This design comes from an exercise in tuning for small area, a short achievable clock period and few clock cycles per item on the open sky130 flow, not from production work.
RTL that was checked went through simulation tests only; none was proved equivalent to the original.

## oxygen_cell_calibrate_and_mod
module oxygen_cell_calibrate_and_mod #(
    parameter int CAL_SAMPLES = 10
) (
    input  logic                                  clk,
    input  logic                                  rst_n,
    input  logic                                  in_valid,
    output logic                                  in_stall,
    input  logic                                  opcode,
    input  logic signed [ocm_pkg::SAMPLE_W-1:0]   sample,
    output logic                                  out_valid,
    input  logic                                  out_stall,
    output logic [ocm_pkg::O2_W-1:0]              o2_tenths,
    output logic [ocm_pkg::DEPTH_W-1:0]           depth_normal_tenths,
    output logic [ocm_pkg::DEPTH_W-1:0]           depth_tech_tenths,
    output logic                                  calibration_done,
    output logic                                  not_calibrated,
    input  logic                                  cfg_valid,
    output logic                                  cfg_ready,
    input  logic [ocm_pkg::CFG_IDX_W-1:0]         cfg_index,
    input  logic [ocm_pkg::CFG_W-1:0]             cfg_data
);
export LEC_CHECK = 0
export CAP_MARGIN = 20
export CORE_MARGIN = 2
export CORE_UTILIZATION = 60
export SETUP_SLACK_MARGIN = 1.5
export SLEW_MARGIN = 20
export TNS_END_PERCENT = 20
create_clock -name core_clock -period 6.0 [get_ports {clk}]
run.sh (not shown) runs the stock make flow with config.mk's settings and CLKGATE_MAP_FILE= SYNTH_SCRIPT=/design/flow/synth_recipe.tcl, a recipe that flattens the netlist after the stock synthesis.
Testbench counts at the start, summed over its fixed seeds: cycles 1,408, items 1,280.
Then changed:
Settings changed: TNS_END_PERCENT 20 to 50.
After rerunning: Via count went up by 0.55%; global-route usage went up by 0.15 points; register-to-register slack gains 0.06 ns; setup slack gains 0.060 ns; area after synthesis does not change; core utilization went up by 0.76 points; cell area went up by 1.1%; synthesized cell count is unchanged; clock-buffer cell count does not change.
Then changed:
Settings changed: CORE_UTILIZATION 60 to 66, TNS_END_PERCENT 50 to default.
=> Die area came out lower by a little under a tenth; routed wire length is higher by a few percent; global-route usage rose by 3.0 points.
Then changed:
Settings changed: CORE_UTILIZATION 66 to 40.
Register-to-register slack improves by 0.13 ns; die area goes up by about 64%; hold slack degrades by 0.021 ns; flip-flop and latch count is unchanged; via count goes down by about 2.8%; routed wire length stays flat.
Then changed:
Settings changed: CORE_UTILIZATION 40 to 60, SETUP_SLACK_MARGIN 1.5 to 1.7.
The changed run completed without violations.
Final area shrinks slightly.
Non-clock buffer count grows by 21.
Worst setup slack is worse by 0.045 ns.
Die area shrinks by a quarter to a third.
Sequential share of layout area grows by 0.31 points.
Wire length shrinks by a few percent.
Fmax shrinks slightly.
Synthesized cell count stays the same.
Worst hold slack is better by 0.038 ns.

========
oxygen_cell_calibrate_and_mod, a different RTL version from the one above (not shown whole).
Size in the first run: roughly 680 flip-flops, ~77 I/O pins, ~53000 um^2 of cells after synthesis.
clock: 6.0 ns
lec_check: 0
cap_margin: 20
core_margin: 2
core_utilization: 60
setup_slack_margin: 1.5
slew_margin: 20
The baseline finished clean.
Next try:
SETUP_SLACK_MARGIN = 1.2   (was 1.5)
Outcome: Utilization fell by 0.19 points; setup slack degrades by 0.028 ns; hold slack is worse by 0.0030 ns; wire length fell by 1.5%; register-to-register slack is worse by 0.03 ns; sequential share of layout area is about the same; non-clock buffer count decreases by 22; cell area barely changes.
Function was not checked in any run of this note: the RTL went through the layout flow alone.

========
run A:
oxygen_cell_calibrate_and_mod, a different RTL version from the one above (not shown whole).
Size: roughly 4700 cells after synthesis, ~700 flip-flops, about 77 I/O pins, roughly 54000 µm² of cells after synthesis.
Settings: LEC_CHECK=0, CAP_MARGIN=20, CORE_MARGIN=2, CORE_UTILIZATION=60, SETUP_SLACK_MARGIN=1.5, SLEW_MARGIN=20; clock period 6.0 ns.
Input changes introduced in run B (baseline for comparison: run A):
Settings: TNS_END_PERCENT: unset -> 20.
==> notes.md <==
- Run A ended up with lt_reg[1] as its critical path startpoint; run B ended up with o2_s12[0].
- Top routing layer in use: met5 -> run A, met4 -> run B
- Against run A, final design area excluding fillers in run B fell by a few percent.
- Measured against each other, run A and run B differ in fraction of met2 tracks used by global routing, the higher figure coming from run A.
Modified inputs, run C compared to run B
Settings: TNS_END_PERCENT: 20 -> 50.
==> comparison <==
- Compared with run B, in run C fmax higher, worst path buffer plus inverter count higher, via count grew by 371.
- The post-route clock period utilization number comes out lower for run C vs run B.
- For the final instance area, run C came in 1.1% higher than run B did.
- Number of cells on the worst reg-to-reg path up 2 in run C wrt run B
The following lists how run D was set up differently from run C:
Settings: TNS_END_PERCENT removed (was 50); CORE_UTILIZATION changed from 60 to 50.
### Flow results
A last element of the critical path of rt_s12[9] is what run C shows, while rt_s13[9] belongs to run D.
For maximum operating frequency, run D and run C come out practically identical.
Run C → run D: cell area after layout now sits higher; layout filler cell count now sits higher.
No functional check of the RTL was part of any run of this note.

========
RTL: one of the versions met above, not the one the previous note started from.
Size in the first run: ~720 flip-flops, about 77 I/O pins, about 0.054 mm^2 of cells after synthesis.
make LEC_CHECK=0 CAP_MARGIN=5 CORE_MARGIN=2 CORE_UTILIZATION=60 SETUP_SLACK_MARGIN=1.5 SLEW_MARGIN=5 finish   # period 6.0 ns
Testbench counts at the start, summed over its fixed seeds: cycles 1,408, items 1,280.
Next try:
--- a/flow/config.mk
+++ b/flow/config.mk
@@ -8 +8 @@
-export CAP_MARGIN = 5
+export CAP_MARGIN = 20
@@ -12 +12 @@
-export SLEW_MARGIN = 5
+export SLEW_MARGIN = 20
Effect: The changed run passed the timing, DRC and antenna checks; die area is unchanged; synthesized cell count is unchanged; setup slack stays the same.

========
old:
oxygen_cell_calibrate_and_mod again, from the RTL that the note above started with.
Settings: LEC_CHECK=0, CAP_MARGIN=20, CORE_MARGIN=2, CORE_UTILIZATION=60, PLACE_DENSITY=0.75, SETUP_SLACK_MARGIN=1.5, SLEW_MARGIN=20; clock period 6.0 ns.
Testbench counts of old, summed over its fixed seeds: cycles 1,408, items 1,280.
The inputs of new differ from those of old as listed below.
Settings: setting CTS_CLUSTER_SIZE to 30 for the first time; removing PLACE_DENSITY (formerly 0.75); setting CTS_BUF_LIST to sky130_fd_sc_hd__clkbuf_4 sky130_fd_sc_hd__clkbuf_8 for the first time.
### Flow results
new ends up with a worst setup slack that is 160 ps higher than in old. On cell area reported after detailed placement, new and old are basically level. Delta (new minus old): fraction of the core area covered by cells at the end of the flow fell by 0.78 points, maximum frequency rose by about 3.5%, routed wire length per instance fell by 1.7 um, maximum number of pins on one net before global-route repair fell by 10%. Compared with old, new shows placer congestion estimate lower by about 4.4%. Total setup buffers inserted after CTS, new and old: lower on new. The final reports for new and old show total routing usage reported by global routing lower in the former.

==> port drivers added, routing unchanged <==
The results above use ideal ports. As a check the final layouts listed here were re-extracted and re-timed, cells and wires unchanged. Step 1 assumes that a clkbuf_16 drives the clock port and a buf_2 every other input. Step 2 moves the port delays by t, midway between the first and last clock arrival at a register: inputs arrive t later, outputs are due t later. That takes back most of the time a late clock gives input paths. Slacks: ideal ports / drivers / drivers and shift; pairs: ideal ports / drivers.
run | t, ns | slack for setup (ns) | worst setup path at the end
the first run of note 1 | 0.734 | 1.206 / 1.206 / 1.206 | register to register
the second run of note 1 | 0.734 | 1.266 / 1.266 / 1.266 | register to register
the third run of note 1 | 0.713 | 1.102 / 1.102 / 1.102 | register to register
the fourth run of note 1 | 0.764 | 1.231 / 1.231 / 1.231 | register to register
the fifth run of note 1 | 0.730 | 1.186 / 1.186 / 1.186 | register to register
the first run of note 2 | 0.712 | 0.940 / 0.940 / 0.940 | register to register
the second run of note 2 | 0.706 | 0.912 / 0.912 / 0.912 | register to register
run A | 0.730 | 1.218 / 1.218 / 1.218 | register to register
run B | 0.725 | 1.119 / 1.119 / 1.119 | register to register
run C | 0.724 | 1.180 / 1.180 / 1.180 | register to register
run D | 0.717 | 1.180 / 1.180 / 1.180 | register to register
the first run of note 4 | 0.720 | 1.332 / 1.332 / 1.332 | register to register
the second run of note 4 | 0.720 | 1.332 / 1.332 / 1.332 | register to register
old | 0.719 | 1.150 / 1.150 / 1.150 | register to register
new | 0.887 | 1.314 / 1.314 / 1.314 | register to register
After both steps every run listed still meets setup and hold.
